What follows belongs to an exercise in optimizing a design on an open flow for small area, a short achievable clock period and few clock cycles per item; a production flow would make more cautious choices.
Only simulation tests tie the RTL to the original design; equivalence was not proved.
Power and IR drop assume default switching activity.

<file path="constraint.sdc">
create_clock -name core_clock -period 10.0 [get_ports {clk}]
set_input_delay 2.0000 -clock core_clock [delete_from_list [all_inputs] [get_ports {clk}]]
set_output_delay 2.0000 -clock core_clock [all_outputs]
set_load 0.01 [all_outputs]
</file>
<file path="flow/run.sh">
#!/bin/bash
# The standard layout (standard.sh) with two changes to the ORFS run:
#  - timing repair aims at a larger setup slack (SETUP_SLACK_MARGIN), so the
#    layout is sped up beyond the 10 ns clock it must meet;
#  - the port buffers are buf_2 cells rather than the delay-cell buffer that
#    buffer_ports picks by default (every port still gets its own buffer).
# The make output goes to make_flow.log; ORFS keeps each tool's log under orfs/logs.
set -euo pipefail
MARGIN=${MARGIN:-6.5}
PORTBUF=${PORTBUF:-sky130_fd_sc_hd__buf_2}
sed "s/\"\\\${@:-finish}\"/SETUP_SLACK_MARGIN=$MARGIN 'BUFFER_PORTS_ARGS=-buffer_cell $PORTBUF' \"\${@:-finish}\"/" standard.sh > flow/standard_own.sh
grep -q "SETUP_SLACK_MARGIN=$MARGIN" flow/standard_own.sh
bash flow/standard_own.sh > make_flow.log 2>&1
</file>
<file path="config.mk">
export PLATFORM = sky130hd
export DESIGN_NAME = elastic_alu
export DESIGN_NICKNAME = elastic_alu
export VERILOG_FILES = /design/flow/design.v
export SDC_FILE = /design/flow/constraint.sdc
export NUM_CORES = 4
export LEC_CHECK = 0
export CAP_MARGIN = 0
export CORE_MARGIN = 2
export CORE_UTILIZATION = 40
export SLEW_MARGIN = 10
export SYNTH_HIERARCHICAL = 1
</file>
<file path="design.v">
`timescale 1ns/1ps
package alu_pkg;
	localparam int DATA_W = 32;
	typedef logic [DATA_W-1:0] word_t;
	localparam int SHAMT_W = 5;
	typedef logic [SHAMT_W-1:0] shamt_t;
	typedef enum logic [3:0] {
		OP_ADD  = 4'd0,
		OP_SUB  = 4'd1,
		OP_MUL  = 4'd2,
		OP_AND  = 4'd3,
		OP_OR   = 4'd4,
		OP_XOR  = 4'd5,
		OP_SHL  = 4'd6,
		OP_LSHR = 4'd7,
		OP_ASHR = 4'd8,
		OP_EQ   = 4'd9,
		OP_NE   = 4'd10,
		OP_ULT  = 4'd11,
		OP_ULE  = 4'd12,
		OP_SLT  = 4'd13,
		OP_SLE  = 4'd14
	} alu_op_t;
	localparam int MUL_STAGES_DEF = 4;
endpackage
`timescale 1ns/1ps
module elastic_alu (
	input logic clk,
	input logic rst,
	input logic [31:0] lhs,
	input logic [3:0] lhs_op,
	input logic lhs_valid,
	output logic lhs_ready,
	input logic [31:0] rhs,
	input logic rhs_valid,
	output logic rhs_ready,
	output logic [31:0] result,
	output logic result_valid,
	input logic result_ready
);
	logic lv, rv, fire, adv;
	logic [31:0] a_l, a_r;
	logic [3:0] a_op;
	logic a_inv, a_sgn;
	logic lbusy, rbusy, lv_n, rv_n, sv_n;
	assign fire = lv & rv & adv;
	assign lhs_ready = ~lbusy;
	assign rhs_ready = ~rbusy;
	logic l_en, r_en;
	assign l_en = ~lv | fire;
	assign r_en = ~rv | fire;
	assign lv_n = l_en ? lhs_valid : lv;
	assign rv_n = r_en ? rhs_valid : rv;
	always_ff @(posedge clk or posedge rst) begin
		if (rst) begin
			lv <= 1'b0;
			rv <= 1'b0;
			lbusy <= 1'b0;
			rbusy <= 1'b0;
		end else begin
			lv <= lv_n;
			rv <= rv_n;
			lbusy <= lv_n & ~(rv_n & ~sv_n);
			rbusy <= rv_n & ~(lv_n & ~sv_n);
		end
	end
	always_ff @(posedge clk) begin
		if (l_en) begin
			a_l <= lhs;
			a_op <= lhs_op;
			a_inv <= (lhs_op == 4'd1) | ((lhs_op >= 4'd9) & (lhs_op <= 4'd14));
			a_sgn <= (lhs_op == 4'd13) | (lhs_op == 4'd14);
		end
		if (r_en) begin
			a_r <= rhs;
		end
	end
	logic o_mul, o_sh, o_rt, o_s, o_alu, o_inv, o_sgn;
	logic [31:0] e_l, opa, opb, lg;
	logic [33:0] as;
	logic [15:0] e_one, e_two, e_neg;
	logic [32:0] rr;
	logic e_x0, eq, lt, e_cmp;
	always_comb begin
		o_mul = (a_op == 4'd2);
		o_sh = (a_op == 4'd6) | (a_op == 4'd7) | (a_op == 4'd8);
		o_rt = (a_op == 4'd7) | (a_op == 4'd8);
		o_s = (a_op == 4'd8) & a_l[31];
		o_alu = (a_op <= 4'd1) | (a_op == 4'd3) | (a_op == 4'd4) | (a_op == 4'd5);
		o_inv = a_inv;
		o_sgn = a_sgn;
		opa = {a_l[31] ^ o_sgn, a_l[30:0]};
		opb = {a_r[31] ^ o_sgn, a_r[30:0]} ^ {32{o_inv}};
		as = {1'b0, opa, 1'b1} + {1'b0, opb, o_inv};
		eq = (a_l == a_r);
		lt = ~as[33];
		case (a_op)
			4'd3: lg = a_l & a_r;
			4'd4: lg = a_l | a_r;
			4'd5: lg = a_l ^ a_r;
			default: lg = as[32:1];
		endcase
		case (a_op)
			4'd9: e_cmp = eq;
			4'd10: e_cmp = ~eq;
			4'd11, 4'd13: e_cmp = lt;
			4'd12, 4'd14: e_cmp = lt | eq;
			default: e_cmp = 1'b0;
		endcase
		for (int i = 0; i < 32; i++) begin
			e_l[i] = o_alu ? lg[i] : o_rt ? (a_l[31 - i] ^ o_s) : a_l[i];
		end
		rr = {a_r, 1'b0};
		for (int j = 0; j < 16; j++) begin
			e_one[j] = (o_mul & (rr[2*j+1] ^ rr[2*j])) | (o_sh & (a_r[4:1] == j) & ~a_r[0]) | ((j == 0) & o_alu);
			e_two[j] = (o_mul & ((rr[2*j+2] & ~rr[2*j+1] & ~rr[2*j]) | (~rr[2*j+2] & rr[2*j+1] & rr[2*j]))) |
				(o_sh & (a_r[4:1] == j) & a_r[0]);
			e_neg[j] = o_mul & rr[2*j+2];
		end
		e_x0 = e_neg[0];
	end
	logic cv;
	logic [31:0] c_l;
	logic [15:0] one, two, neg;
	logic x0;
	logic c_sn, c_sr, c_sc, c_fe;
	always_ff @(posedge clk or posedge rst) begin
		if (rst) begin
			cv <= 1'b0;
		end else if (adv) begin
			cv <= fire;
		end
	end
	always_ff @(posedge clk) begin
		if (adv) begin
			c_l <= e_l;
			one <= e_one;
			two <= e_two;
			neg <= e_neg;
			x0 <= e_x0;
			c_sn <= ~o_rt;
			c_sr <= o_rt & ~o_s;
			c_sc <= o_rt & o_s;
			c_fe <= e_cmp;
		end
	end
	logic [31:0] pp0, pp1, pp2, pp3, pp4, pp5, pp6, pp7, pp8, pp9, pp10, pp11, pp12, pp13, pp14, pp15;
	logic [32:0] ll;
	assign ll = {c_l, 1'b0};
	always_comb begin
		for (int i = 0; i < 32; i++) begin
			pp0[i] = ((one[0] & ll[i+1]) | (two[0] & ll[i])) ^ neg[0];
			pp1[i] = ((one[1] & ll[i+1]) | (two[1] & ll[i])) ^ neg[1];
			pp2[i] = ((one[2] & ll[i+1]) | (two[2] & ll[i])) ^ neg[2];
			pp3[i] = ((one[3] & ll[i+1]) | (two[3] & ll[i])) ^ neg[3];
			pp4[i] = ((one[4] & ll[i+1]) | (two[4] & ll[i])) ^ neg[4];
			pp5[i] = ((one[5] & ll[i+1]) | (two[5] & ll[i])) ^ neg[5];
			pp6[i] = ((one[6] & ll[i+1]) | (two[6] & ll[i])) ^ neg[6];
			pp7[i] = ((one[7] & ll[i+1]) | (two[7] & ll[i])) ^ neg[7];
			pp8[i] = ((one[8] & ll[i+1]) | (two[8] & ll[i])) ^ neg[8];
			pp9[i] = ((one[9] & ll[i+1]) | (two[9] & ll[i])) ^ neg[9];
			pp10[i] = ((one[10] & ll[i+1]) | (two[10] & ll[i])) ^ neg[10];
			pp11[i] = ((one[11] & ll[i+1]) | (two[11] & ll[i])) ^ neg[11];
			pp12[i] = ((one[12] & ll[i+1]) | (two[12] & ll[i])) ^ neg[12];
			pp13[i] = ((one[13] & ll[i+1]) | (two[13] & ll[i])) ^ neg[13];
			pp14[i] = ((one[14] & ll[i+1]) | (two[14] & ll[i])) ^ neg[14];
			pp15[i] = ((one[15] & ll[i+1]) | (two[15] & ll[i])) ^ neg[15];
		end
	end
	logic [31:0] tx, ty, sum, rx;
	logic t1, t2, t3, t4, t5, t6, t7, t8, t9, t10, t11, t12, t13, t14, t15, t16, t17, t18, t19, t20, t21, t22, t23, t24, t25, t26, t27, t28, t29, t30, t31, t32, t33, t34, t35, t36, t37, t38, t39, t40, t41, t42, t43, t44, t45, t46, t47, t48, t49, t50, t51, t52, t53, t54, t55, t56, t57, t58, t59, t60, t61, t62, t63, t64, t65, t66, t67, t68, t69, t70, t71, t72, t73, t74, t75, t76, t77, t78, t79, t80, t81, t82, t83, t84, t85, t86, t87, t88, t89, t90, t91, t92, t93, t94, t95, t96, t97, t98, t99, t100, t101, t102, t103, t104, t105, t106, t107, t108, t109, t110, t111, t112, t113, t114, t115, t116, t117, t118, t119, t120, t121, t122, t123, t124, t125, t126, t127, t128, t129, t130, t131, t132, t133, t134, t135, t136, t137, t138, t139, t140, t141, t142, t143, t144, t145, t146, t147, t148, t149, t150, t151, t152, t153, t154, t155, t156, t157, t158, t159, t160, t161, t162, t163, t164, t165, t166, t167, t168, t169, t170, t171, t172, t173, t174, t175, t176, t177, t178, t179, t180, t181, t182, t183, t184, t185, t186, t187, t188, t189, t190, t191, t192, t193, t194, t195, t196, t197, t198, t199, t200, t201, t202, t203, t204, t205, t206, t207, t208, t209, t210, t211, t212, t213, t214, t215, t216, t217, t218, t219, t220, t221, t222, t223, t224, t225, t226, t227, t228, t229, t230, t231, t232, t233, t234, t235, t236, t237, t238, t239, t240, t241, t242, t243, t244, t245, t246, t247, t248, t249, t250, t251, t252, t253, t254, t255, t256, t257, t258, t259, t260, t261, t262, t263, t264, t265, t266, t267, t268, t269, t270, t271, t272, t273, t274, t275, t276, t277, t278, t279, t280, t281, t282, t283, t284, t285, t286, t287, t288, t289, t290, t291, t292, t293, t294, t295, t296, t297, t298, t299, t300, t301, t302, t303, t304, t305, t306, t307, t308, t309, t310, t311, t312, t313, t314, t315, t316, t317, t318, t319, t320, t321, t322, t323, t324, t325, t326, t327, t328, t329, t330, t331, t332, t333, t334, t335, t336, t337, t338, t339, t340, t341, t342, t343, t344, t345, t346, t347, t348, t349, t350, t351, t352, t353, t354, t355, t356, t357, t358, t359, t360, t361, t362, t363, t364, t365, t366, t367, t368, t369, t370, t371, t372, t373, t374, t375, t376, t377, t378, t379, t380, t381, t382, t383, t384, t385, t386, t387, t388, t389, t390, t391, t392, t393, t394, t395, t396, t397, t398, t399, t400, t401, t402, t403, t404, t405, t406, t407, t408, t409, t410, t411, t412, t413, t414, t415, t416, t417, t418, t419, t420, t421, t422, t423, t424, t425, t426, t427, t428, t429, t430, t431, t432, t433, t434, t435, t436, t437, t438, t439, t440, t441, t442, t443, t444, t445, t446, t447, t448, t449, t450, t451, t452, t453, t454, t455, t456, t457, t458, t459, t460, t461;
	csa_ha t1_h (.a(neg[12]), .b(pp0[24]), .s(t1), .co(t2));
	csa_ha t3_h (.a(pp0[25]), .b(pp10[5]), .s(t3), .co(t4));
	csa_fa t5_f (.a(neg[13]), .b(pp0[26]), .c(pp10[6]), .s(t5), .co(t6));
	csa_ha t7_h (.a(pp11[4]), .b(pp12[2]), .s(t7), .co(t8));
	csa_fa t9_f (.a(pp0[27]), .b(pp10[7]), .c(pp11[5]), .s(t9), .co(t10));
	csa_ha t11_h (.a(pp12[3]), .b(pp13[1]), .s(t11), .co(t12));
	csa_fa t13_f (.a(neg[14]), .b(pp0[28]), .c(pp10[8]), .s(t13), .co(t14));
	csa_fa t15_f (.a(pp11[6]), .b(pp12[4]), .c(pp13[2]), .s(t15), .co(t16));
	csa_ha t17_h (.a(pp14[0]), .b(pp1[26]), .s(t17), .co(t18));
	csa_fa t19_f (.a(pp0[29]), .b(pp10[9]), .c(pp11[7]), .s(t19), .co(t20));
	csa_fa t21_f (.a(pp12[5]), .b(pp13[3]), .c(pp14[1]), .s(t21), .co(t22));
	csa_ha t23_h (.a(pp1[27]), .b(pp2[25]), .s(t23), .co(t24));
	csa_fa t25_f (.a(neg[15]), .b(pp0[30]), .c(pp10[10]), .s(t25), .co(t26));
	csa_fa t27_f (.a(pp11[8]), .b(pp12[6]), .c(pp13[4]), .s(t27), .co(t28));
	csa_fa t29_f (.a(pp14[2]), .b(pp15[0]), .c(pp1[28]), .s(t29), .co(t30));
	csa_ha t31_h (.a(pp2[26]), .b(pp3[24]), .s(t31), .co(t32));
	csa_x2 t34_x (.a(pp0[31]), .b(pp10[11]), .y(t34));
	csa_x2 t33_x (.a(t34), .b(pp11[9]), .y(t33));
	csa_x2 t36_x (.a(pp12[7]), .b(pp13[5]), .y(t36));
	csa_x2 t35_x (.a(t36), .b(pp14[3]), .y(t35));
	csa_x2 t38_x (.a(pp15[1]), .b(pp1[29]), .y(t38));
	csa_x2 t37_x (.a(t38), .b(pp2[27]), .y(t37));
	csa_x2 t39_x (.a(pp3[25]), .b(pp4[23]), .y(t39));
	csa_ha t40_h (.a(neg[8]), .b(pp0[16]), .s(t40), .co(t41));
	csa_ha t42_h (.a(pp0[17]), .b(pp1[15]), .s(t42), .co(t43));
	csa_fa t44_f (.a(neg[9]), .b(pp0[18]), .c(pp1[16]), .s(t44), .co(t45));
	csa_ha t46_h (.a(pp2[14]), .b(pp3[12]), .s(t46), .co(t47));
	csa_fa t48_f (.a(pp0[19]), .b(pp1[17]), .c(pp2[15]), .s(t48), .co(t49));
	csa_ha t50_h (.a(pp3[13]), .b(pp4[11]), .s(t50), .co(t51));
	csa_fa t52_f (.a(neg[10]), .b(pp0[20]), .c(pp10[0]), .s(t52), .co(t53));
	csa_fa t54_f (.a(pp1[18]), .b(pp2[16]), .c(pp3[14]), .s(t54), .co(t55));
	csa_ha t56_h (.a(pp4[12]), .b(pp5[10]), .s(t56), .co(t57));
	csa_fa t58_f (.a(pp0[21]), .b(pp10[1]), .c(pp1[19]), .s(t58), .co(t59));
	csa_fa t60_f (.a(pp2[17]), .b(pp3[15]), .c(pp4[13]), .s(t60), .co(t61));
	csa_ha t62_h (.a(pp5[11]), .b(pp6[9]), .s(t62), .co(t63));
	csa_fa t64_f (.a(neg[11]), .b(pp0[22]), .c(pp10[2]), .s(t64), .co(t65));
	csa_fa t66_f (.a(pp11[0]), .b(pp1[20]), .c(pp2[18]), .s(t66), .co(t67));
	csa_fa t68_f (.a(pp3[16]), .b(pp4[14]), .c(pp5[12]), .s(t68), .co(t69));
	csa_ha t70_h (.a(pp6[10]), .b(pp7[8]), .s(t70), .co(t71));
	csa_fa t72_f (.a(pp0[23]), .b(pp10[3]), .c(pp11[1]), .s(t72), .co(t73));
	csa_fa t74_f (.a(pp1[21]), .b(pp2[19]), .c(pp3[17]), .s(t74), .co(t75));
	csa_fa t76_f (.a(pp4[15]), .b(pp5[13]), .c(pp6[11]), .s(t76), .co(t77));
	csa_ha t78_h (.a(pp7[9]), .b(pp8[7]), .s(t78), .co(t79));
	csa_fa t80_f (.a(pp10[4]), .b(pp11[2]), .c(pp12[0]), .s(t80), .co(t81));
	csa_fa t82_f (.a(pp1[22]), .b(pp2[20]), .c(pp3[18]), .s(t82), .co(t83));
	csa_fa t84_f (.a(pp4[16]), .b(pp5[14]), .c(pp6[12]), .s(t84), .co(t85));
	csa_fa t86_f (.a(pp7[10]), .b(pp8[8]), .c(pp9[6]), .s(t86), .co(t87));
	csa_fa t88_f (.a(pp11[3]), .b(pp12[1]), .c(pp1[23]), .s(t88), .co(t89));
	csa_fa t90_f (.a(pp2[21]), .b(pp3[19]), .c(pp4[17]), .s(t90), .co(t91));
	csa_fa t92_f (.a(pp5[15]), .b(pp6[13]), .c(pp7[11]), .s(t92), .co(t93));
	csa_fa t94_f (.a(pp8[9]), .b(pp9[7]), .c(t2), .s(t94), .co(t95));
	csa_fa t96_f (.a(pp13[0]), .b(pp1[24]), .c(pp2[22]), .s(t96), .co(t97));
	csa_fa t98_f (.a(pp3[20]), .b(pp4[18]), .c(pp5[16]), .s(t98), .co(t99));
	csa_fa t100_f (.a(pp6[14]), .b(pp7[12]), .c(pp8[10]), .s(t100), .co(t101));
	csa_fa t102_f (.a(pp9[8]), .b(t4), .c(t7), .s(t102), .co(t103));
	csa_fa t104_f (.a(pp1[25]), .b(pp2[23]), .c(pp3[21]), .s(t104), .co(t105));
	csa_fa t106_f (.a(pp4[19]), .b(pp5[17]), .c(pp6[15]), .s(t106), .co(t107));
	csa_fa t108_f (.a(pp7[13]), .b(pp8[11]), .c(pp9[9]), .s(t108), .co(t109));
	csa_fa t110_f (.a(t8), .b(t11), .c(t6), .s(t110), .co(t111));
	csa_fa t112_f (.a(pp2[24]), .b(pp3[22]), .c(pp4[20]), .s(t112), .co(t113));
	csa_fa t114_f (.a(pp5[18]), .b(pp6[16]), .c(pp7[14]), .s(t114), .co(t115));
	csa_fa t116_f (.a(pp8[12]), .b(pp9[10]), .c(t12), .s(t116), .co(t117));
	csa_fa t118_f (.a(t17), .b(t10), .c(t13), .s(t118), .co(t119));
	csa_fa t120_f (.a(pp3[23]), .b(pp4[21]), .c(pp5[19]), .s(t120), .co(t121));
	csa_fa t122_f (.a(pp6[17]), .b(pp7[15]), .c(pp8[13]), .s(t122), .co(t123));
	csa_fa t124_f (.a(pp9[11]), .b(t18), .c(t23), .s(t124), .co(t125));
	csa_fa t126_f (.a(t14), .b(t16), .c(t19), .s(t126), .co(t127));
	csa_fa t128_f (.a(pp4[22]), .b(pp5[20]), .c(pp6[18]), .s(t128), .co(t129));
	csa_fa t130_f (.a(pp7[16]), .b(pp8[14]), .c(pp9[12]), .s(t130), .co(t131));
	csa_fa t132_f (.a(t24), .b(t31), .c(t20), .s(t132), .co(t133));
	csa_fa t134_f (.a(t22), .b(t25), .c(t27), .s(t134), .co(t135));
	csa_x2 t137_x (.a(pp5[21]), .b(pp6[19]), .y(t137));
	csa_x2 t136_x (.a(t137), .b(pp7[17]), .y(t136));
	csa_x2 t139_x (.a(pp8[15]), .b(pp9[13]), .y(t139));
	csa_x2 t138_x (.a(t139), .b(t32), .y(t138));
	csa_x2 t141_x (.a(t39), .b(t26), .y(t141));
	csa_x2 t140_x (.a(t141), .b(t28), .y(t140));
	csa_x2 t143_x (.a(t30), .b(t33), .y(t143));
	csa_x2 t142_x (.a(t143), .b(t35), .y(t142));
	csa_ha t144_h (.a(neg[5]), .b(pp0[10]), .s(t144), .co(t145));
	csa_ha t146_h (.a(pp0[11]), .b(pp1[9]), .s(t146), .co(t147));
	csa_fa t148_f (.a(neg[6]), .b(pp0[12]), .c(pp1[10]), .s(t148), .co(t149));
	csa_ha t150_h (.a(pp2[8]), .b(pp3[6]), .s(t150), .co(t151));
	csa_fa t152_f (.a(pp0[13]), .b(pp1[11]), .c(pp2[9]), .s(t152), .co(t153));
	csa_ha t154_h (.a(pp3[7]), .b(pp4[5]), .s(t154), .co(t155));
	csa_fa t156_f (.a(neg[7]), .b(pp0[14]), .c(pp1[12]), .s(t156), .co(t157));
	csa_fa t158_f (.a(pp2[10]), .b(pp3[8]), .c(pp4[6]), .s(t158), .co(t159));
	csa_ha t160_h (.a(pp5[4]), .b(pp6[2]), .s(t160), .co(t161));
	csa_fa t162_f (.a(pp0[15]), .b(pp1[13]), .c(pp2[11]), .s(t162), .co(t163));
	csa_fa t164_f (.a(pp3[9]), .b(pp4[7]), .c(pp5[5]), .s(t164), .co(t165));
	csa_ha t166_h (.a(pp6[3]), .b(pp7[1]), .s(t166), .co(t167));
	csa_fa t168_f (.a(pp1[14]), .b(pp2[12]), .c(pp3[10]), .s(t168), .co(t169));
	csa_fa t170_f (.a(pp4[8]), .b(pp5[6]), .c(pp6[4]), .s(t170), .co(t171));
	csa_fa t172_f (.a(pp7[2]), .b(pp8[0]), .c(t40), .s(t172), .co(t173));
	csa_fa t174_f (.a(pp2[13]), .b(pp3[11]), .c(pp4[9]), .s(t174), .co(t175));
	csa_fa t176_f (.a(pp5[7]), .b(pp6[5]), .c(pp7[3]), .s(t176), .co(t177));
	csa_fa t178_f (.a(pp8[1]), .b(t41), .c(t42), .s(t178), .co(t179));
	csa_fa t180_f (.a(pp4[10]), .b(pp5[8]), .c(pp6[6]), .s(t180), .co(t181));
	csa_fa t182_f (.a(pp7[4]), .b(pp8[2]), .c(pp9[0]), .s(t182), .co(t183));
	csa_fa t184_f (.a(t43), .b(t46), .c(t44), .s(t184), .co(t185));
	csa_fa t186_f (.a(pp5[9]), .b(pp6[7]), .c(pp7[5]), .s(t186), .co(t187));
	csa_fa t188_f (.a(pp8[3]), .b(pp9[1]), .c(t47), .s(t188), .co(t189));
	csa_fa t190_f (.a(t50), .b(t45), .c(t48), .s(t190), .co(t191));
	csa_fa t192_f (.a(pp6[8]), .b(pp7[6]), .c(pp8[4]), .s(t192), .co(t193));
	csa_fa t194_f (.a(pp9[2]), .b(t51), .c(t56), .s(t194), .co(t195));
	csa_fa t196_f (.a(t49), .b(t52), .c(t54), .s(t196), .co(t197));
	csa_fa t198_f (.a(pp7[7]), .b(pp8[5]), .c(pp9[3]), .s(t198), .co(t199));
	csa_fa t200_f (.a(t57), .b(t62), .c(t53), .s(t200), .co(t201));
	csa_fa t202_f (.a(t55), .b(t58), .c(t60), .s(t202), .co(t203));
	csa_fa t204_f (.a(pp8[6]), .b(pp9[4]), .c(t63), .s(t204), .co(t205));
	csa_fa t206_f (.a(t70), .b(t59), .c(t61), .s(t206), .co(t207));
	csa_fa t208_f (.a(t64), .b(t66), .c(t68), .s(t208), .co(t209));
	csa_fa t210_f (.a(pp9[5]), .b(t71), .c(t78), .s(t210), .co(t211));
	csa_fa t212_f (.a(t65), .b(t67), .c(t69), .s(t212), .co(t213));
	csa_fa t214_f (.a(t72), .b(t74), .c(t76), .s(t214), .co(t215));
	csa_x2 t217_x (.a(t79), .b(t1), .y(t217));
	csa_x2 t216_x (.a(t217), .b(t73), .y(t216));
	csa_mj t218_m (.a(t79), .b(t1), .c(t73), .y(t218));
	csa_x2 t220_x (.a(t75), .b(t77), .y(t220));
	csa_x2 t219_x (.a(t220), .b(t80), .y(t219));
	csa_mj t221_m (.a(t75), .b(t77), .c(t80), .y(t221));
	csa_x2 t223_x (.a(t82), .b(t84), .y(t223));
	csa_x2 t222_x (.a(t223), .b(t86), .y(t222));
	csa_mj t224_m (.a(t82), .b(t84), .c(t86), .y(t224));
	csa_x2 t226_x (.a(t3), .b(t81), .y(t226));
	csa_x2 t225_x (.a(t226), .b(t83), .y(t225));
	csa_mj t227_m (.a(t3), .b(t81), .c(t83), .y(t227));
	csa_x2 t229_x (.a(t85), .b(t87), .y(t229));
	csa_x2 t228_x (.a(t229), .b(t88), .y(t228));
	csa_mj t230_m (.a(t85), .b(t87), .c(t88), .y(t230));
	csa_x2 t232_x (.a(t90), .b(t92), .y(t232));
	csa_x2 t231_x (.a(t232), .b(t94), .y(t231));
	csa_mj t233_m (.a(t90), .b(t92), .c(t94), .y(t233));
	csa_x2 t235_x (.a(t89), .b(t91), .y(t235));
	csa_x2 t234_x (.a(t235), .b(t93), .y(t234));
	csa_mj t236_m (.a(t89), .b(t91), .c(t93), .y(t236));
	csa_x2 t238_x (.a(t100), .b(t5), .y(t238));
	csa_x2 t237_x (.a(t238), .b(t96), .y(t237));
	csa_mj t239_m (.a(t100), .b(t5), .c(t96), .y(t239));
	csa_x2 t241_x (.a(t98), .b(t95), .y(t241));
	csa_x2 t240_x (.a(t241), .b(t102), .y(t240));
	csa_mj t242_m (.a(t98), .b(t95), .c(t102), .y(t242));
	csa_x2 t244_x (.a(t101), .b(t97), .y(t244));
	csa_x2 t243_x (.a(t244), .b(t99), .y(t243));
	csa_mj t245_m (.a(t101), .b(t97), .c(t99), .y(t245));
	csa_x2 t247_x (.a(t104), .b(t106), .y(t247));
	csa_x2 t246_x (.a(t247), .b(t108), .y(t246));
	csa_mj t248_m (.a(t104), .b(t106), .c(t108), .y(t248));
	csa_x2 t250_x (.a(t9), .b(t103), .y(t250));
	csa_x2 t249_x (.a(t250), .b(t110), .y(t249));
	csa_mj t251_m (.a(t9), .b(t103), .c(t110), .y(t251));
	csa_x2 t253_x (.a(t105), .b(t107), .y(t253));
	csa_x2 t252_x (.a(t253), .b(t109), .y(t252));
	csa_mj t254_m (.a(t105), .b(t107), .c(t109), .y(t254));
	csa_x2 t256_x (.a(t112), .b(t114), .y(t256));
	csa_x2 t255_x (.a(t256), .b(t15), .y(t255));
	csa_mj t257_m (.a(t112), .b(t114), .c(t15), .y(t257));
	csa_x2 t259_x (.a(t116), .b(t111), .y(t259));
	csa_x2 t258_x (.a(t259), .b(t118), .y(t258));
	csa_mj t260_m (.a(t116), .b(t111), .c(t118), .y(t260));
	csa_x2 t262_x (.a(t113), .b(t115), .y(t262));
	csa_x2 t261_x (.a(t262), .b(t120), .y(t261));
	csa_mj t263_m (.a(t113), .b(t115), .c(t120), .y(t263));
	csa_x2 t265_x (.a(t122), .b(t21), .y(t265));
	csa_x2 t264_x (.a(t265), .b(t117), .y(t264));
	csa_mj t266_m (.a(t122), .b(t21), .c(t117), .y(t266));
	csa_x2 t268_x (.a(t124), .b(t119), .y(t268));
	csa_x2 t267_x (.a(t268), .b(t126), .y(t267));
	csa_mj t269_m (.a(t124), .b(t119), .c(t126), .y(t269));
	csa_x2 t271_x (.a(t121), .b(t123), .y(t271));
	csa_x2 t270_x (.a(t271), .b(t128), .y(t270));
	csa_mj t272_m (.a(t121), .b(t123), .c(t128), .y(t272));
	csa_x2 t274_x (.a(t130), .b(t29), .y(t274));
	csa_x2 t273_x (.a(t274), .b(t125), .y(t273));
	csa_mj t275_m (.a(t130), .b(t29), .c(t125), .y(t275));
	csa_x2 t277_x (.a(t127), .b(t132), .y(t277));
	csa_x2 t276_x (.a(t277), .b(t134), .y(t276));
	csa_mj t278_m (.a(t127), .b(t132), .c(t134), .y(t278));
	csa_x2 t280_x (.a(t129), .b(t131), .y(t280));
	csa_x2 t279_x (.a(t280), .b(t136), .y(t279));
	csa_x2 t282_x (.a(t37), .b(t138), .y(t282));
	csa_x2 t281_x (.a(t282), .b(t133), .y(t281));
	csa_x2 t284_x (.a(t140), .b(t142), .y(t284));
	csa_x2 t283_x (.a(t284), .b(t135), .y(t283));
	csa_ha t285_h (.a(neg[3]), .b(pp0[6]), .s(t285), .co(t286));
	csa_ha t287_h (.a(pp0[7]), .b(pp1[5]), .s(t287), .co(t288));
	csa_fa t289_f (.a(neg[4]), .b(pp0[8]), .c(pp1[6]), .s(t289), .co(t290));
	csa_ha t291_h (.a(pp2[4]), .b(pp3[2]), .s(t291), .co(t292));
	csa_fa t293_f (.a(pp0[9]), .b(pp1[7]), .c(pp2[5]), .s(t293), .co(t294));
	csa_ha t295_h (.a(pp3[3]), .b(pp4[1]), .s(t295), .co(t296));
	csa_fa t297_f (.a(pp1[8]), .b(pp2[6]), .c(pp3[4]), .s(t297), .co(t298));
	csa_fa t299_f (.a(pp4[2]), .b(pp5[0]), .c(t144), .s(t299), .co(t300));
	csa_fa t301_f (.a(pp2[7]), .b(pp3[5]), .c(pp4[3]), .s(t301), .co(t302));
	csa_fa t303_f (.a(pp5[1]), .b(t145), .c(t146), .s(t303), .co(t304));
	csa_fa t305_f (.a(pp4[4]), .b(pp5[2]), .c(pp6[0]), .s(t305), .co(t306));
	csa_fa t307_f (.a(t147), .b(t150), .c(t148), .s(t307), .co(t308));
	csa_fa t309_f (.a(pp5[3]), .b(pp6[1]), .c(t151), .s(t309), .co(t310));
	csa_fa t311_f (.a(t154), .b(t149), .c(t152), .s(t311), .co(t312));
	csa_fa t313_f (.a(pp7[0]), .b(t155), .c(t160), .s(t313), .co(t314));
	csa_fa t315_f (.a(t153), .b(t156), .c(t158), .s(t315), .co(t316));
	csa_fa t317_f (.a(t161), .b(t166), .c(t157), .s(t317), .co(t318));
	csa_fa t319_f (.a(t159), .b(t162), .c(t164), .s(t319), .co(t320));
	csa_fa t321_f (.a(t167), .b(t163), .c(t165), .s(t321), .co(t322));
	csa_fa t323_f (.a(t168), .b(t170), .c(t172), .s(t323), .co(t324));
	csa_fa t325_f (.a(t169), .b(t171), .c(t174), .s(t325), .co(t326));
	csa_fa t327_f (.a(t176), .b(t173), .c(t178), .s(t327), .co(t328));
	csa_fa t329_f (.a(t175), .b(t177), .c(t180), .s(t329), .co(t330));
	csa_fa t331_f (.a(t182), .b(t179), .c(t184), .s(t331), .co(t332));
	csa_fa t333_f (.a(t181), .b(t183), .c(t186), .s(t333), .co(t334));
	csa_fa t335_f (.a(t188), .b(t185), .c(t190), .s(t335), .co(t336));
	csa_fa t337_f (.a(t187), .b(t192), .c(t189), .s(t337), .co(t338));
	csa_fa t339_f (.a(t194), .b(t191), .c(t196), .s(t339), .co(t340));
	csa_fa t341_f (.a(t193), .b(t198), .c(t195), .s(t341), .co(t342));
	csa_fa t343_f (.a(t197), .b(t200), .c(t202), .s(t343), .co(t344));
	csa_fa t345_f (.a(t199), .b(t204), .c(t201), .s(t345), .co(t346));
	csa_fa t347_f (.a(t203), .b(t206), .c(t208), .s(t347), .co(t348));
	csa_fa t349_f (.a(t205), .b(t210), .c(t207), .s(t349), .co(t350));
	csa_fa t351_f (.a(t209), .b(t212), .c(t214), .s(t351), .co(t352));
	csa_x2 t354_x (.a(t211), .b(t216), .y(t354));
	csa_x2 t353_x (.a(t354), .b(t213), .y(t353));
	csa_mj t355_m (.a(t211), .b(t216), .c(t213), .y(t355));
	csa_x2 t357_x (.a(t219), .b(t215), .y(t357));
	csa_x2 t356_x (.a(t357), .b(t222), .y(t356));
	csa_mj t358_m (.a(t219), .b(t215), .c(t222), .y(t358));
	csa_x2 t360_x (.a(t218), .b(t225), .y(t360));
	csa_x2 t359_x (.a(t360), .b(t228), .y(t359));
	csa_mj t361_m (.a(t218), .b(t225), .c(t228), .y(t361));
	csa_x2 t363_x (.a(t221), .b(t224), .y(t363));
	csa_x2 t362_x (.a(t363), .b(t231), .y(t362));
	csa_mj t364_m (.a(t221), .b(t224), .c(t231), .y(t364));
	csa_x2 t366_x (.a(t227), .b(t234), .y(t366));
	csa_x2 t365_x (.a(t366), .b(t230), .y(t365));
	csa_mj t367_m (.a(t227), .b(t234), .c(t230), .y(t367));
	csa_x2 t369_x (.a(t237), .b(t240), .y(t369));
	csa_x2 t368_x (.a(t369), .b(t233), .y(t368));
	csa_mj t370_m (.a(t237), .b(t240), .c(t233), .y(t370));
	csa_x2 t372_x (.a(t236), .b(t243), .y(t372));
	csa_x2 t371_x (.a(t372), .b(t239), .y(t371));
	csa_mj t373_m (.a(t236), .b(t243), .c(t239), .y(t373));
	csa_x2 t375_x (.a(t246), .b(t249), .y(t375));
	csa_x2 t374_x (.a(t375), .b(t242), .y(t374));
	csa_mj t376_m (.a(t246), .b(t249), .c(t242), .y(t376));
	csa_x2 t378_x (.a(t245), .b(t252), .y(t378));
	csa_x2 t377_x (.a(t378), .b(t248), .y(t377));
	csa_mj t379_m (.a(t245), .b(t252), .c(t248), .y(t379));
	csa_x2 t381_x (.a(t255), .b(t258), .y(t381));
	csa_x2 t380_x (.a(t381), .b(t251), .y(t380));
	csa_mj t382_m (.a(t255), .b(t258), .c(t251), .y(t382));
	csa_x2 t384_x (.a(t254), .b(t261), .y(t384));
	csa_x2 t383_x (.a(t384), .b(t257), .y(t383));
	csa_mj t385_m (.a(t254), .b(t261), .c(t257), .y(t385));
	csa_x2 t387_x (.a(t264), .b(t267), .y(t387));
	csa_x2 t386_x (.a(t387), .b(t260), .y(t386));
	csa_mj t388_m (.a(t264), .b(t267), .c(t260), .y(t388));
	csa_x2 t390_x (.a(t270), .b(t263), .y(t390));
	csa_x2 t389_x (.a(t390), .b(t273), .y(t389));
	csa_mj t391_m (.a(t270), .b(t263), .c(t273), .y(t391));
	csa_x2 t393_x (.a(t266), .b(t276), .y(t393));
	csa_x2 t392_x (.a(t393), .b(t269), .y(t392));
	csa_mj t394_m (.a(t266), .b(t276), .c(t269), .y(t394));
	csa_x2 t396_x (.a(t279), .b(t272), .y(t396));
	csa_x2 t395_x (.a(t396), .b(t281), .y(t395));
	csa_x2 t398_x (.a(t275), .b(t283), .y(t398));
	csa_x2 t397_x (.a(t398), .b(t278), .y(t397));
	csa_ha t399_h (.a(neg[2]), .b(pp0[4]), .s(t399), .co(t400));
	csa_ha t401_h (.a(pp0[5]), .b(pp1[3]), .s(t401), .co(t402));
	csa_fa t403_f (.a(pp1[4]), .b(pp2[2]), .c(pp3[0]), .s(t403), .co(t404));
	csa_fa t405_f (.a(pp2[3]), .b(pp3[1]), .c(t286), .s(t405), .co(t406));
	csa_fa t407_f (.a(pp4[0]), .b(t288), .c(t291), .s(t407), .co(t408));
	csa_fa t409_f (.a(t292), .b(t295), .c(t290), .s(t409), .co(t410));
	csa_fa t411_f (.a(t296), .b(t294), .c(t297), .s(t411), .co(t412));
	csa_fa t413_f (.a(t298), .b(t301), .c(t300), .s(t413), .co(t414));
	csa_fa t415_f (.a(t302), .b(t305), .c(t304), .s(t415), .co(t416));
	csa_fa t417_f (.a(t306), .b(t309), .c(t308), .s(t417), .co(t418));
	csa_fa t419_f (.a(t310), .b(t313), .c(t312), .s(t419), .co(t420));
	csa_fa t421_f (.a(t314), .b(t316), .c(t317), .s(t421), .co(t422));
	csa_fa t423_f (.a(t318), .b(t320), .c(t321), .s(t423), .co(t424));
	csa_fa t425_f (.a(t322), .b(t325), .c(t324), .s(t425), .co(t426));
	csa_fa t427_f (.a(t326), .b(t329), .c(t328), .s(t427), .co(t428));
	csa_fa t429_f (.a(t330), .b(t333), .c(t332), .s(t429), .co(t430));
	csa_fa t431_f (.a(t334), .b(t337), .c(t336), .s(t431), .co(t432));
	csa_fa t433_f (.a(t338), .b(t341), .c(t340), .s(t433), .co(t434));
	csa_fa t435_f (.a(t342), .b(t345), .c(t344), .s(t435), .co(t436));
	csa_fa t437_f (.a(t346), .b(t349), .c(t348), .s(t437), .co(t438));
	csa_x2 t440_x (.a(t353), .b(t350), .y(t440));
	csa_x2 t439_x (.a(t440), .b(t356), .y(t439));
	csa_mj t441_m (.a(t353), .b(t350), .c(t356), .y(t441));
	csa_x2 t443_x (.a(t355), .b(t359), .y(t443));
	csa_x2 t442_x (.a(t443), .b(t358), .y(t442));
	csa_mj t444_m (.a(t355), .b(t359), .c(t358), .y(t444));
	csa_x2 t446_x (.a(t361), .b(t365), .y(t446));
	csa_x2 t445_x (.a(t446), .b(t364), .y(t445));
	csa_mj t447_m (.a(t361), .b(t365), .c(t364), .y(t447));
	csa_x2 t449_x (.a(t367), .b(t371), .y(t449));
	csa_x2 t448_x (.a(t449), .b(t370), .y(t448));
	csa_mj t450_m (.a(t367), .b(t371), .c(t370), .y(t450));
	csa_x2 t452_x (.a(t373), .b(t377), .y(t452));
	csa_x2 t451_x (.a(t452), .b(t376), .y(t451));
	csa_mj t453_m (.a(t373), .b(t377), .c(t376), .y(t453));
	csa_x2 t455_x (.a(t379), .b(t383), .y(t455));
	csa_x2 t454_x (.a(t455), .b(t382), .y(t454));
	csa_mj t456_m (.a(t379), .b(t383), .c(t382), .y(t456));
	csa_x2 t458_x (.a(t385), .b(t389), .y(t458));
	csa_x2 t457_x (.a(t458), .b(t388), .y(t457));
	csa_mj t459_m (.a(t385), .b(t389), .c(t388), .y(t459));
	csa_x2 t461_x (.a(t391), .b(t395), .y(t461));
	csa_x2 t460_x (.a(t461), .b(t394), .y(t460));
	logic q0_0, q0_1, q1_0, q2_0, q2_1, q2_2, q3_0, q3_1, q4_0, q4_1, q4_2, q5_0, q5_1, q5_2, q6_0, q6_1, q6_2, q7_0, q7_1, q7_2, q8_0, q8_1, q8_2, q9_0, q9_1, q9_2, q10_0, q10_1, q10_2, q11_0, q11_1, q11_2, q12_0, q12_1, q12_2, q13_0, q13_1, q13_2, q14_0, q14_1, q14_2, q15_0, q15_1, q15_2, q16_0, q16_1, q16_2, q17_0, q17_1, q17_2, q18_0, q18_1, q18_2, q19_0, q19_1, q19_2, q20_0, q20_1, q20_2, q21_0, q21_1, q21_2, q22_0, q22_1, q22_2, q23_0, q23_1, q23_2, q24_0, q24_1, q24_2, q25_0, q25_1, q25_2, q26_0, q26_1, q26_2, q27_0, q27_1, q27_2, q28_0, q28_1, q28_2, q29_0, q29_1, q29_2, q30_0, q30_1, q30_2, q31_0, q31_1, q31_2;
	always_ff @(posedge clk) begin
		if (adv) begin
			q0_0 <= x0;
			q0_1 <= pp0[0];
			q1_0 <= pp0[1];
			q2_0 <= neg[1];
			q2_1 <= pp0[2];
			q2_2 <= pp1[0];
			q3_0 <= pp0[3];
			q3_1 <= pp1[1];
			q4_0 <= t399;
			q4_1 <= pp1[2];
			q4_2 <= pp2[0];
			q5_0 <= t401;
			q5_1 <= pp2[1];
			q5_2 <= t400;
			q6_0 <= t403;
			q6_1 <= t285;
			q6_2 <= t402;
			q7_0 <= t405;
			q7_1 <= t287;
			q7_2 <= t404;
			q8_0 <= t407;
			q8_1 <= t289;
			q8_2 <= t406;
			q9_0 <= t409;
			q9_1 <= t293;
			q9_2 <= t408;
			q10_0 <= t411;
			q10_1 <= t299;
			q10_2 <= t410;
			q11_0 <= t413;
			q11_1 <= t303;
			q11_2 <= t412;
			q12_0 <= t415;
			q12_1 <= t307;
			q12_2 <= t414;
			q13_0 <= t417;
			q13_1 <= t311;
			q13_2 <= t416;
			q14_0 <= t419;
			q14_1 <= t315;
			q14_2 <= t418;
			q15_0 <= t421;
			q15_1 <= t319;
			q15_2 <= t420;
			q16_0 <= t423;
			q16_1 <= t323;
			q16_2 <= t422;
			q17_0 <= t425;
			q17_1 <= t327;
			q17_2 <= t424;
			q18_0 <= t427;
			q18_1 <= t331;
			q18_2 <= t426;
			q19_0 <= t429;
			q19_1 <= t335;
			q19_2 <= t428;
			q20_0 <= t431;
			q20_1 <= t339;
			q20_2 <= t430;
			q21_0 <= t433;
			q21_1 <= t343;
			q21_2 <= t432;
			q22_0 <= t435;
			q22_1 <= t347;
			q22_2 <= t434;
			q23_0 <= t437;
			q23_1 <= t351;
			q23_2 <= t436;
			q24_0 <= t439;
			q24_1 <= t352;
			q24_2 <= t438;
			q25_0 <= t442;
			q25_1 <= t362;
			q25_2 <= t441;
			q26_0 <= t445;
			q26_1 <= t368;
			q26_2 <= t444;
			q27_0 <= t448;
			q27_1 <= t374;
			q27_2 <= t447;
			q28_0 <= t451;
			q28_1 <= t380;
			q28_2 <= t450;
			q29_0 <= t454;
			q29_1 <= t386;
			q29_2 <= t453;
			q30_0 <= t457;
			q30_1 <= t392;
			q30_2 <= t456;
			q31_0 <= t460;
			q31_1 <= t397;
			q31_2 <= t459;
		end
	end
	logic u1, u2, u3, u4, u5, u6, u7, u8, u9, u10, u11, u12, u13, u14, u15, u16, u17, u18, u19, u20, u21, u22, u23, u24, u25, u26, u27, u28, u29, u30, u31, u32, u33, u34, u35, u36, u37, u38, u39, u40, u41, u42, u43, u44, u45, u46, u47, u48, u49, u50, u51, u52, u53, u54, u55, u56, u57, u58, u59, u60, u61, u62, u63, u64, u65, u66, u67, u68, u69, u70, u71, u72, u73, u74, u75, u76, u77, u78, u79, u80, u81, u82, u83, u84, u85, u86, u87;
	csa_ha u1_h (.a(q2_0), .b(q2_1), .s(u1), .co(u2));
	csa_ha u3_h (.a(q3_0), .b(q3_1), .s(u3), .co(u4));
	csa_x2 u6_x (.a(q4_0), .b(q4_1), .y(u6));
	csa_x2 u5_x (.a(u6), .b(q4_2), .y(u5));
	csa_mj u7_m (.a(q4_0), .b(q4_1), .c(q4_2), .y(u7));
	csa_x2 u9_x (.a(q5_0), .b(q5_1), .y(u9));
	csa_x2 u8_x (.a(u9), .b(q5_2), .y(u8));
	csa_mj u10_m (.a(q5_0), .b(q5_1), .c(q5_2), .y(u10));
	csa_x2 u12_x (.a(q6_0), .b(q6_1), .y(u12));
	csa_x2 u11_x (.a(u12), .b(q6_2), .y(u11));
	csa_mj u13_m (.a(q6_0), .b(q6_1), .c(q6_2), .y(u13));
	csa_x2 u15_x (.a(q7_0), .b(q7_1), .y(u15));
	csa_x2 u14_x (.a(u15), .b(q7_2), .y(u14));
	csa_mj u16_m (.a(q7_0), .b(q7_1), .c(q7_2), .y(u16));
	csa_x2 u18_x (.a(q8_0), .b(q8_1), .y(u18));
	csa_x2 u17_x (.a(u18), .b(q8_2), .y(u17));
	csa_mj u19_m (.a(q8_0), .b(q8_1), .c(q8_2), .y(u19));
	csa_x2 u21_x (.a(q9_0), .b(q9_1), .y(u21));
	csa_x2 u20_x (.a(u21), .b(q9_2), .y(u20));
	csa_mj u22_m (.a(q9_0), .b(q9_1), .c(q9_2), .y(u22));
	csa_x2 u24_x (.a(q10_0), .b(q10_1), .y(u24));
	csa_x2 u23_x (.a(u24), .b(q10_2), .y(u23));
	csa_mj u25_m (.a(q10_0), .b(q10_1), .c(q10_2), .y(u25));
	csa_x2 u27_x (.a(q11_0), .b(q11_1), .y(u27));
	csa_x2 u26_x (.a(u27), .b(q11_2), .y(u26));
	csa_mj u28_m (.a(q11_0), .b(q11_1), .c(q11_2), .y(u28));
	csa_x2 u30_x (.a(q12_0), .b(q12_1), .y(u30));
	csa_x2 u29_x (.a(u30), .b(q12_2), .y(u29));
	csa_mj u31_m (.a(q12_0), .b(q12_1), .c(q12_2), .y(u31));
	csa_x2 u33_x (.a(q13_0), .b(q13_1), .y(u33));
	csa_x2 u32_x (.a(u33), .b(q13_2), .y(u32));
	csa_mj u34_m (.a(q13_0), .b(q13_1), .c(q13_2), .y(u34));
	csa_x2 u36_x (.a(q14_0), .b(q14_1), .y(u36));
	csa_x2 u35_x (.a(u36), .b(q14_2), .y(u35));
	csa_mj u37_m (.a(q14_0), .b(q14_1), .c(q14_2), .y(u37));
	csa_x2 u39_x (.a(q15_0), .b(q15_1), .y(u39));
	csa_x2 u38_x (.a(u39), .b(q15_2), .y(u38));
	csa_mj u40_m (.a(q15_0), .b(q15_1), .c(q15_2), .y(u40));
	csa_x2 u42_x (.a(q16_0), .b(q16_1), .y(u42));
	csa_x2 u41_x (.a(u42), .b(q16_2), .y(u41));
	csa_mj u43_m (.a(q16_0), .b(q16_1), .c(q16_2), .y(u43));
	csa_x2 u45_x (.a(q17_0), .b(q17_1), .y(u45));
	csa_x2 u44_x (.a(u45), .b(q17_2), .y(u44));
	csa_mj u46_m (.a(q17_0), .b(q17_1), .c(q17_2), .y(u46));
	csa_x2 u48_x (.a(q18_0), .b(q18_1), .y(u48));
	csa_x2 u47_x (.a(u48), .b(q18_2), .y(u47));
	csa_mj u49_m (.a(q18_0), .b(q18_1), .c(q18_2), .y(u49));
	csa_x2 u51_x (.a(q19_0), .b(q19_1), .y(u51));
	csa_x2 u50_x (.a(u51), .b(q19_2), .y(u50));
	csa_mj u52_m (.a(q19_0), .b(q19_1), .c(q19_2), .y(u52));
	csa_x2 u54_x (.a(q20_0), .b(q20_1), .y(u54));
	csa_x2 u53_x (.a(u54), .b(q20_2), .y(u53));
	csa_mj u55_m (.a(q20_0), .b(q20_1), .c(q20_2), .y(u55));
	csa_x2 u57_x (.a(q21_0), .b(q21_1), .y(u57));
	csa_x2 u56_x (.a(u57), .b(q21_2), .y(u56));
	csa_mj u58_m (.a(q21_0), .b(q21_1), .c(q21_2), .y(u58));
	csa_x2 u60_x (.a(q22_0), .b(q22_1), .y(u60));
	csa_x2 u59_x (.a(u60), .b(q22_2), .y(u59));
	csa_mj u61_m (.a(q22_0), .b(q22_1), .c(q22_2), .y(u61));
	csa_x2 u63_x (.a(q23_0), .b(q23_1), .y(u63));
	csa_x2 u62_x (.a(u63), .b(q23_2), .y(u62));
	csa_mj u64_m (.a(q23_0), .b(q23_1), .c(q23_2), .y(u64));
	csa_x2 u66_x (.a(q24_0), .b(q24_1), .y(u66));
	csa_x2 u65_x (.a(u66), .b(q24_2), .y(u65));
	csa_mj u67_m (.a(q24_0), .b(q24_1), .c(q24_2), .y(u67));
	csa_x2 u69_x (.a(q25_0), .b(q25_1), .y(u69));
	csa_x2 u68_x (.a(u69), .b(q25_2), .y(u68));
	csa_mj u70_m (.a(q25_0), .b(q25_1), .c(q25_2), .y(u70));
	csa_x2 u72_x (.a(q26_0), .b(q26_1), .y(u72));
	csa_x2 u71_x (.a(u72), .b(q26_2), .y(u71));
	csa_mj u73_m (.a(q26_0), .b(q26_1), .c(q26_2), .y(u73));
	csa_x2 u75_x (.a(q27_0), .b(q27_1), .y(u75));
	csa_x2 u74_x (.a(u75), .b(q27_2), .y(u74));
	csa_mj u76_m (.a(q27_0), .b(q27_1), .c(q27_2), .y(u76));
	csa_x2 u78_x (.a(q28_0), .b(q28_1), .y(u78));
	csa_x2 u77_x (.a(u78), .b(q28_2), .y(u77));
	csa_mj u79_m (.a(q28_0), .b(q28_1), .c(q28_2), .y(u79));
	csa_x2 u81_x (.a(q29_0), .b(q29_1), .y(u81));
	csa_x2 u80_x (.a(u81), .b(q29_2), .y(u80));
	csa_mj u82_m (.a(q29_0), .b(q29_1), .c(q29_2), .y(u82));
	csa_x2 u84_x (.a(q30_0), .b(q30_1), .y(u84));
	csa_x2 u83_x (.a(u84), .b(q30_2), .y(u83));
	csa_mj u85_m (.a(q30_0), .b(q30_1), .c(q30_2), .y(u85));
	csa_x2 u87_x (.a(q31_0), .b(q31_1), .y(u87));
	csa_x2 u86_x (.a(u87), .b(q31_2), .y(u86));
	assign tx = {u86, u83, u80, u77, u74, u71, u68, u65, u62, u59, u56, u53, u50, u47, u44, u41, u38, u35, u32, u29, u26, u23, u20, u17, u14, u11, u8, u5, u3, u1, q1_0, q0_0};
	assign ty = {u85, u82, u79, u76, u73, u70, u67, u64, u61, u58, u55, u52, u49, u46, u43, u40, u37, u34, u31, u28, u25, u22, u19, u16, u13, u10, u7, u4, u2, q2_2, 1'b0, q0_1};
	assign sum = tx + ty;
	assign rx = tx ^ ty;
	logic bv;
	logic b_sn, b_sr, b_sc, b_fe;
	always_ff @(posedge clk or posedge rst) begin
		if (rst) begin
			bv <= 1'b0;
		end else if (adv) begin
			bv <= cv;
		end
	end
	always_ff @(posedge clk) begin
		if (adv) begin
			b_sn <= c_sn;
			b_sr <= c_sr;
			b_sc <= c_sc;
			b_fe <= c_fe;
		end
	end
	logic [31:0] res;
	always_comb begin
		for (int i = 0; i < 32; i++) begin
			res[i] = (b_sn & sum[i]) | (b_sr & rx[31 - i]) | (b_sc & ~rx[31 - i]);
		end
		res[0] = res[0] | b_fe;
	end
	logic ov, sv, take;
	logic [31:0] o_d, s_d;
	assign adv = ~sv;
	assign take = ov & result_ready;
	assign result_valid = ov;
	assign result = o_d;
	logic ov_n;
	always_comb begin
		ov_n = ov;
		sv_n = sv;
		if (sv) begin
			if (take) sv_n = 1'b0;
		end else if (bv) begin
			if (ov & ~take) sv_n = 1'b1;
			else ov_n = 1'b1;
		end else if (take) begin
			ov_n = 1'b0;
		end
	end
	always_ff @(posedge clk or posedge rst) begin
		if (rst) begin
			ov <= 1'b0;
			sv <= 1'b0;
		end else begin
			ov <= ov_n;
			sv <= sv_n;
		end
	end
	logic k_s, k_n, k_r, k_c;
	logic [31:0] o_n;
	assign k_s = sv;
	assign k_n = ~sv & b_sn;
	assign k_r = ~sv & b_sr;
	assign k_c = ~sv & b_sc;
	always_comb begin
		for (int i = 0; i < 32; i++) begin
			o_n[i] = (k_s & s_d[i]) | (k_n & sum[i]) | (k_r & rx[31 - i]) | (k_c & ~rx[31 - i]);
		end
		o_n[0] = o_n[0] | (~sv & b_fe);
	end
	always_ff @(posedge clk) begin
		if (~sv) s_d <= res;
		if ((sv & take) | (~sv & bv & (~ov | take))) o_d <= o_n;
	end
endmodule
module csa_fa (
	input logic a,
	input logic b,
	input logic c,
	output logic s,
	output logic co
);
	assign s = a ^ b ^ c;
	assign co = (a & b) | (a & c) | (b & c);
endmodule
module csa_ha (
	input logic a,
	input logic b,
	output logic s,
	output logic co
);
	assign s = a ^ b;
	assign co = a & b;
endmodule
module csa_x2 (
	input logic a,
	input logic b,
	output logic y
);
	assign y = a ^ b;
endmodule
module csa_mj (
	input logic a,
	input logic b,
	input logic c,
	output logic y
);
	assign y = (a & b) | (a & c) | (b & c);
endmodule
</file>
<file path="flow/standard_own.sh">
#!/bin/bash
# The standard flow's own layout of this design, on the ORFS make targets given (by default finish). After
# finish it leaves the final layout's DEF at /design/flow/out/final.def.
set -euo pipefail
make -C /OpenROAD-flow-scripts/flow DESIGN_CONFIG=/design/flow/config.mk WORK_HOME=/design/flow/orfs CLKGATE_MAP_FILE= SYNTH_SCRIPT=/design/flow/synth_recipe.tcl CAP_MARGIN=0 CORE_MARGIN=2 CORE_UTILIZATION=40 SLEW_MARGIN=10 SYNTH_HIERARCHICAL=1 SETUP_SLACK_MARGIN=6.5 'BUFFER_PORTS_ARGS=-buffer_cell sky130_fd_sc_hd__buf_2' "${@:-finish}"
if [[ -f /design/flow/orfs/results/sky130hd/elastic_alu/base/6_final.odb ]]; then
  : # left out here: write the final layout as DEF
fi
</file>
<file path="standard.sh">
#!/bin/bash
# synth_recipe.tcl (not shown) runs the flow's synth.tcl, then flattens the netlist and writes it again
# the make line also repeats each setting of config.mk as NAME=value (left out here)
make -C /OpenROAD-flow-scripts/flow DESIGN_CONFIG=/design/flow/config.mk WORK_HOME=/design/flow/orfs CLKGATE_MAP_FILE= SYNTH_SCRIPT=/design/flow/synth_recipe.tcl "${@:-finish}"
</file>
==> run notes <==
- The flow ran to the end and the layout has no timing, DRC or antenna violations.
- Routability-driven placement finished with a final weighted congestion of between 0.9 and 1.
- In the global route stage, overall resource usage came out at 0.2302.
- Of all nets on the critical path, the largest fanout is 15.
- The synthesized design contains 314 enable-type register cells.
- In this run the most critical hold path is launched from c_sn.
- The final routed wire length divided by cell count is 23.73 um.
- For this run, design rule violations remaining after detail routing come to 0.
- The leakage power of the design is between 10 and 15 nW.
- The routed wire length is 86580 um.
- In this run the power spent charging and discharging nets is 0.5962 mW.
- The number of cells on the worst reg-to-reg path is 6.
- Static timing analysis puts the maximum clock frequency at 291.0 MHz.
- The share of synthesized area in the top cell type comes to 0.3341.
- The critical path class is reg2reg.
- The net count reported at finish is between 3000 and 4000.
- The floorplan step defined a die boundary enclosing 72690 um2.
- The share of total power in combinational logic is 0.006.
- Of the cells placed in the final design, the portion with a size suffix greater than 1 is 0.1484.
- Averaged over all synthesized cells, the footprint is 10.55 um2.
- The die height is 269.6 um.
- Global routing finished with a remaining overflow of 0.
- The proportion of synthesized chip area in sequential cells is 0.3412.
- The portion of total power attributed to sequential cells is 0.502.
- The netlist uses 85 different library cells.
- The biggest area contributor in the post-synthesis netlist is sky130_fd_sc_hd__edfxtp_1.
- Counting tap cells, the placed design contains a total of 3547 instances.
- The clock tree synthesis step divided the H-tree into 2 levels.
- The area of the multi-input gates is 17480 um2.
- Clock tree synthesis inserted a total of 39 buffers.
- Summed over all failing endpoints, the final setup total negative slack is 0 ns.
- In this run the horizontal extent of the chip is between 200 and 300 um.
- The clock period minus worst slack is ~3.4 ns.
- The number of pins with negative max-slew slack in the final report is 0.
- The worst setup path endpoint is q21_0.
- The slowest cell on the critical path is sky130_fd_sc_hd__edfxtp_1.
- IR analysis of the VDD net gives a maximum drop of ~120 uV.
- Once detail routing completed, the nets flagged for antenna violations numbered 0.
- The maximum buffer depth of the clock tree is 3.
- The number of DRC violations after detailed-routing iteration 0 is between 2000 and 2500.
- For this run, asynchronously set or reset flops after synthesis account for 0.02484.
- The first global-routing pass estimated 131200 um of wire.
- The delay of the slowest critical-path stage is roughly 0.9 ns.
- For the final database, setup skew stands at 0.03933 ns.
- The initial antenna violation count is 0.
- The cell at the root of the clock tree is sky130_fd_sc_hd__clkbuf_16.
- The effective utilization at floorplan is 0.4037.
- The number of diodes is 0.
- After routing the design area is roughly 31000 um2.
- The number of flip-flops and latches in the synthesized netlist is approximately 320.
- The area added between synthesis and finish is 10.62%.
- The pin count of the biggest net entering global routing is 94.
- The startpoint type of the worst setup path is a flip-flop.
- The number of top-level pins is 108.
- For this block, the via count after detailed routing is about 21000.
- During synthesis, Yosys emitted a total of 7 warnings.
- The initialized floorplan defines 97 standard-cell rows.
- Of the total power, the share spent switching nets is 0.2046.
- The critical path launch point is two[2].
- The via count of the first global-routing pass is about 21000.
- In the post-synthesis netlist, the biggest area contributors are sky130_fd_sc_hd__edfxtp_1 (33%), sky130_fd_sc_hd__xnor2_1 (9.8%), sky130_fd_sc_hd__fa_1 (9.0%).
- The CTS tree is yes.
- Setup repair after global routing could not meet its margin everywhere.
- The cell seen most often among critical-path stages is sky130_fd_sc_hd__fa_1.
- The clock drives between 300 and 400 sinks.
- The HPWL reported at the end of detailed placement is slightly above 60000 um.
- Dividing the detail-routed via count by the number of cells gives 5.869.
- The relative contribution of the clock network to total power is 0.492.
- Clock latency on the worst-skew pair, taken at its later pin, is around 0.6 ns.
- Setup violations remaining at the end of the flow were counted as 0.
- The slew at the pin closest to its max-slew limit is approximately 1.1 ns.
- The post-route worst hold slack is roughly 0.42 ns.
- In this run the critical register-to-register path is launched from two[2].
- Before antenna repair, the detailed router went through 6 iterations.
- In this run the standard cell core region covers between 60000 and 70000 um2.
- In this run, post-CTS hold repair placed 0 buffers.
- STA puts the critical path data arrival time at about 3.7 ns.
- Counting every net in the synthesized netlist gives approximately 3000.
- The max-cap check violation count is 0.
- The worst setup path is captured at a flip-flop.
- At the end of the flow the core is filled with cells to 0.4465.
- The hold violation count in the final report is 0.
- The normalized max-slew margin is 0.2997.
- The critical path goes through a22oi_1 -> xnor2_1 -> fa_1 -> fa_1 -> fa_1 -> fa_1.
- After filler insertion, the fill cell instance count of the layout stands at between 6000 and 7000.
- Clock-pin slew was measured on the worst setup and hold paths at roughly 0.050 ns.
- The count of buffers inserted at the top-level ports is approximately 110.
- The total power per unit cell area is about 93 nW/um2.
- Registers take 9629 um2.
- For this run, the leading register cell type out of synthesis is sky130_fd_sc_hd__edfxtp_1.
- Leaving out filler cells and counting taps, the final layout contains around 3600.
- The setup slack of the most critical reg-to-reg path is 6.56 ns.
- The type of the most critical hold path is reg2reg.
- Synthesis produced 2674 cells.
- The instance area after placement is 29420 um2.
- STA puts the critical path data required time at around 10 ns.
- The final worst-path cycle share is 0.3436.
- After synthesis the cells add up to roughly 28000 um2.
- The worst reg2reg path endpoint is q21_0.
- The internal power of the cells totals around 2.3 mW.
-- power groups by stage --
stage	Clock (mW)	Sequential, mW	Combinational [mW]
4_1_cts	1.47	1.46	0.0164
5_1_grt	1.52	1.46	0.0184
2_1_floorplan	0	1.49	0.00159
6_report	1.44	1.46	0.0162
3_3_place_gp	0	1.49	0.0156
3_5_place_dp	0	1.49	0.0164
-- stage by stage --
stage,setup WS [ns],total power [mW]
4_1_cts,6.501,2.952
2_1_floorplan,6.563,1.493
6_report,6.564,2.915
5_1_grt,6.464,3.000
3_5_place_dp,6.007,1.508
3_3_place_gp,6.010,1.507
-- metal layers --
layer / vias up / track usage / wire [um]
li1: 9728 / - / -
met1: 10540 / 0.2988 / 35560
met2: 962 / 0.3867 / 41570
met3: 190 / 0.03438 / 6125
met4: 0 / 0.08962 / 3332
met5: - / 0 / 0
-- cell type report --
class,instances,share of cell area
multi-input cells,2034,0.5599
flip-flops and latches,322,0.3085
clock inverters,19,0.007976
clock buffers,49,0.03315
repair buffers,184,0.04044
well taps,940,0.03768
inverters,101,0.01239
-- state kept, by name (all words and copies together) (netlist names), 4 cells and up --
signal  flops
c_l        32
one        16
neg        16
o_d        32
a_op        4
a_l        32
a_r        32
two        16
s_d        32
-- kinds of logic (layout without fill, tap and decap cells) --
group / Yosys count / count (layout) / share of synthesized area
XOR/XNOR: 533 / 533 / 0.1654
AND/OR/NAND/NOR: 349 / 349 / 0.05893
adder cells (fa/ha/maj): 361 / 361 / 0.1907
AO/OA/AOI/OAI: 732 / 732 / 0.1766
buffers and inverters: 318 / 353 / 0.04474
multiplexers: 59 / 59 / 0.02235
flip-flops: 322 / 322 / 0.3412
-- timing repair --
item                       in CTS  in global routing
setup buffers                  10                 23
gates resized for setup         6                 27
setup endpoints to repair      61                 39
pin swaps                       3                  5
cloned                          0                  1
-- modules after synthesis, one instance, submodules excluded --
module       flip-flops and latches  cells  times used
csa_x2                            0      1         167
csa_mj                            0      1          69
csa_ha                            0      1          29
elastic_alu                     322   2282           1
csa_fa                            0      1         127
-- cells in the mapped netlist (28+ instances only) --
| cell | number |
|---|---|
| sky130_fd_sc_hd__mux2i_1 | 29 |
| sky130_fd_sc_hd__xor2_1 | 217 |
| sky130_fd_sc_hd__fa_1 | 127 |
| sky130_fd_sc_hd__xnor2_1 | 316 |
| sky130_fd_sc_hd__maj3_2 | 70 |
| sky130_fd_sc_hd__inv_1 | 101 |
| sky130_fd_sc_hd__nor2_1 | 110 |
| sky130_fd_sc_hd__o21ai_0 | 103 |
| sky130_fd_sc_hd__edfxtp_1 | 314 |
| sky130_fd_sc_hd__a21o_1 | 31 |
| sky130_fd_sc_hd__mux2_2 | 28 |
| sky130_fd_sc_hd__nand2_1 | 97 |
| sky130_fd_sc_hd__nor3_1 | 34 |
| sky130_fd_sc_hd__a22oi_1 | 263 |
| sky130_fd_sc_hd__o22ai_1 | 33 |
| sky130_fd_sc_hd__buf_1 | 35 |
| sky130_fd_sc_hd__ha_1 | 164 |
| sky130_fd_sc_hd__clkbuf_1 | 169 |
| sky130_fd_sc_hd__a21oi_1 | 157 |
-- cells in the final DEF, fill, tap and decap left out, types with 31 or more instances in the layout --
| master | n |
|---|---|
| sky130_fd_sc_hd__fa_1 | 127 |
| sky130_fd_sc_hd__xor2_1 | 217 |
| sky130_fd_sc_hd__a22oi_1 | 262 |
| sky130_fd_sc_hd__a21oi_1 | 153 |
| sky130_fd_sc_hd__nor3_1 | 32 |
| sky130_fd_sc_hd__inv_1 | 100 |
| sky130_fd_sc_hd__a21o_1 | 31 |
| sky130_fd_sc_hd__o22ai_1 | 33 |
| sky130_fd_sc_hd__maj3_2 | 70 |
| sky130_fd_sc_hd__edfxtp_1 | 314 |
| sky130_fd_sc_hd__buf_4 | 62 |
| sky130_fd_sc_hd__o21ai_0 | 97 |
| sky130_fd_sc_hd__buf_2 | 107 |
| sky130_fd_sc_hd__nor2_1 | 109 |
| sky130_fd_sc_hd__clkbuf_16 | 41 |
| sky130_fd_sc_hd__xnor2_1 | 316 |
| sky130_fd_sc_hd__ha_1 | 157 |
| sky130_fd_sc_hd__nand2_1 | 96 |
-- worst min path at each step --
stage | cells after the start | to
6_report | 0 | b_sn
5_1_grt | 0 | b_sn
4_1_cts | 0 | b_sc
3_5_place_dp | 0 | b_sc
3_3_place_gp | 0 | b_sn
2_1_floorplan | 0 | b_fe
-- critical path, delay by kind of cell (launching register included) --
family | cells | cell delay, ns
xor gates and xnor gates | 1 | 0.28
adders and majority gates | 4 | 1.79
DFF | 1 | 0.89
AOI/OAI and AO/OA | 1 | 0.18
Testbench counts, summed over its fixed seeds: cycles 16,032, items 16,000.

-- port drivers added, routing unchanged --
In the flow no input, the clock included, has a driving cell. The finished layout below was timed again as built, in two steps. Step 1 sets driving cells, clkbuf_16 on the clock port and buf_2 on the other inputs (assumed; they add their load-dependent delay and slew). Step 2 adds t to the input delays and takes it off the output delays; t is the mean of the earliest and latest rising clock arrival at the registers after step 1. Input paths then give back, and output paths get back, about the clock's delay inside the block. Three values: ideal ports, drivers, drivers and shift; two values: the first two.
shift t [ns]: 0.633
setup slack, ns: 6.564 / 6.564 / 6.564
worst setup path at the end: register to register
latest minus earliest clock arrival (ns): 0.042 / 0.042
slew at the worst register clock pin (ns): 0.06 / 0.06
After both steps this run still meets setup and hold. The setup slack of this run moves by 0.000 ns with the drivers and by 0.000 ns with both steps.
